What follows belongs to an exercise in optimizing a design on an open flow for small area, a short achievable clock period and few clock cycles per item; a production flow would make more cautious choices.
The RTL was checked by simulation tests, not by an equivalence proof against the original design.

## indexed_insert_remove_list
module indexed_insert_remove_list #(
	parameter int CAPACITY    = iirl_pkg::CAPACITY_DEF,
	parameter int VALUE_WIDTH = iirl_pkg::VALUE_WIDTH_DEF,
	localparam int CNT_W      = $clog2(CAPACITY + 1)
) (
	input  logic                   clk,
	input  logic                   arst_n,
	input  logic                   req_valid,
	output logic                   req_ready,
	input  logic [1:0]             req_func,
	input  logic [CNT_W-1:0]       req_position,
	input  logic [VALUE_WIDTH-1:0] req_value,
	output logic                   rsp_valid,
	input  logic                   rsp_ready,
	output logic [VALUE_WIDTH-1:0] rsp_element,
	output logic [CNT_W-1:0]       rsp_count,
	output logic [1:0]             rsp_status
);
clock: 5.0 ns
lec_check: 0
cap_margin: 5
cell_pad_in_sites_detail_placement: 1
cell_pad_in_sites_global_placement: 1
core_margin: 2
core_utilization: 50
cts_buf_list: sky130_fd_sc_hd__clkbuf_8
gpl_routability_driven: 0
setup_slack_margin: 2.75
slew_margin: 5
tns_end_percent: 5
standard.sh (not shown) runs the stock make flow with config.mk's settings and CLKGATE_MAP_FILE= SYNTH_SCRIPT=/design/flow/synth_recipe.tcl, a recipe that flattens the netlist after the stock synthesis.
==> flow/flow/run.sh <==
#!/bin/bash
# The standard layout, with two settings the platform fixes changed:
# the port buffers are plain buffers rather than delay cells, and timing
# repair may resize cells across footprints.
set -euo pipefail
bash standard.sh MATCH_CELL_FOOTPRINT=0 "BUFFER_PORTS_ARGS=-buffer_cell sky130_fd_sc_hd__buf_2" finish > standard.log 2>&1
The first run finished clean.
Testbench counts at the start, summed over its fixed seeds: cycles 32,016, items 32,000.
Rerun with:
--- a/flow/config.mk
+++ b/flow/config.mk
@@ -7,3 +7,3 @@
 export LEC_CHECK = 0
-export CAP_MARGIN = 5
+export CAP_MARGIN = 20
 export CELL_PAD_IN_SITES_DETAIL_PLACEMENT = 1
@@ -11,7 +11,7 @@
 export CORE_MARGIN = 2
-export CORE_UTILIZATION = 50
+export CORE_UTILIZATION = 55
 export CTS_BUF_LIST = sky130_fd_sc_hd__clkbuf_8
-export GPL_ROUTABILITY_DRIVEN = 0
-export SETUP_SLACK_MARGIN = 2.75
-export SLEW_MARGIN = 5
-export TNS_END_PERCENT = 5
+export CTS_CLUSTER_DIAMETER = 50
+export CTS_CLUSTER_SIZE = 20
+export SETUP_SLACK_MARGIN = 2.65
+export SLEW_MARGIN = 20
After rerunning: The changed run finished clean; via count grows by 4.9%; routed wire length increases by 12%; cell count decreases by 3.0%; synthesized area stays the same; maximum frequency came out lower by 3.6%; worst hold slack gets better by 0.031 ns.

---

indexed_insert_remove_list again, from the RTL that the note above started with.
==> flow/design.v (excerpt) <==
module indexed_insert_remove_list #(
	parameter int CAPACITY    = iirl_pkg::CAPACITY_DEF,
	parameter int VALUE_WIDTH = iirl_pkg::VALUE_WIDTH_DEF,
	localparam int CNT_W      = $clog2(CAPACITY + 1)
) (
	input  logic                   clk,
	input  logic                   arst_n,
	input  logic                   req_valid,
	output logic                   req_ready,
	input  logic [1:0]             req_func,
	input  logic [CNT_W-1:0]       req_position,
	input  logic [VALUE_WIDTH-1:0] req_value,
	output logic                   rsp_valid,
	input  logic                   rsp_ready,
	output logic [VALUE_WIDTH-1:0] rsp_element,
	output logic [CNT_W-1:0]       rsp_count,
	output logic [1:0]             rsp_status
);
==> flow/config.mk <==
export PLATFORM = sky130hd
export DESIGN_NAME = indexed_insert_remove_list
export DESIGN_NICKNAME = indexed_insert_remove_list
export VERILOG_FILES = /design/flow/design.v
export SDC_FILE = /design/flow/constraint.sdc
export NUM_CORES = 4
export LEC_CHECK = 0
export CAP_MARGIN = 5
export CELL_PAD_IN_SITES_DETAIL_PLACEMENT = 1
export CELL_PAD_IN_SITES_GLOBAL_PLACEMENT = 1
export CORE_MARGIN = 2
export CORE_UTILIZATION = 50
export CTS_BUF_LIST = sky130_fd_sc_hd__clkbuf_8
export PLACE_DENSITY = 0.72
export SETUP_SLACK_MARGIN = 2.75
export SLEW_MARGIN = 5
export TNS_END_PERCENT = 5
==> flow/constraint.sdc <==
create_clock -name core_clock -period 5.0 [get_ports {clk}]
set_input_delay 1.0000 -clock core_clock [delete_from_list [all_inputs] [get_ports {clk}]]
set_output_delay 1.0000 -clock core_clock [all_outputs]
set_load 0.01 [all_outputs]
Scripts as last shown in full above: flow/flow/run.sh
The starting point finished clean.
Testbench counts at the start, summed over its fixed seeds: cycles 32,016, items 32,000.
Then changed:
Settings changed: CELL_PAD_IN_SITES_DETAIL_PLACEMENT 1 to 0, CELL_PAD_IN_SITES_GLOBAL_PLACEMENT 1 to 0, PLACE_DENSITY 0.72 to default.
Result:
- sequential cell count is unchanged
- count of clock-buffer cells in the layout is unchanged
- via count went down by a few percent
- critical path depth is unchanged
- synthesized cell count does not change

-- port drivers added, routing unchanged --
No port has a modelled driver above. Below, the same layouts with a new extraction and two added sets of constraints. Step 1 (the two cells are an assumption about what drives the block):
set clk [get_ports {clk}]
set_driving_cell -lib_cell sky130_fd_sc_hd__clkbuf_16 $clk
set_driving_cell -lib_cell sky130_fd_sc_hd__buf_2 [delete_from_list [all_inputs] $clk]
Step 2 adds t to the input delays and takes it off the output delays; t is the mean of the earliest and latest rising clock arrival at the registers after step 1. Input paths then give back, and output paths get back, about the clock's delay inside the block. a / b / c = ideal ports / drivers / drivers and shift; a / b = the first two.
| run | shift t [ns] | slack for setup (ns) | clock arrival spread, ns | slew at the worst register clock pin (ns) | pins driven straight from the clock port |
|---|---|---|---|---|---|
| the first run of note 1 | 0.778 | 2.584 / 2.539 / 1.996 | 0.050 / 0.051 | 0.07 / 0.07 | 1 |
| the second run of note 1 | 0.760 | 2.493 / 2.493 / 2.096 | 0.050 / 0.050 | 0.12 / 0.12 | 1 |
| the first run of note 2 | 0.791 | 2.598 / 2.562 / 2.100 | 0.051 / 0.051 | 0.07 / 0.07 | 1 |
| the second run of note 2 | 0.780 | 2.600 / 2.546 / 2.089 | 0.045 / 0.044 | 0.07 / 0.07 | 1 |
After both steps every run listed still meets setup and hold. The setup slack of the first run of note 1, which loses most, moves by -0.045 ns with the drivers and by -0.588 ns with both steps.
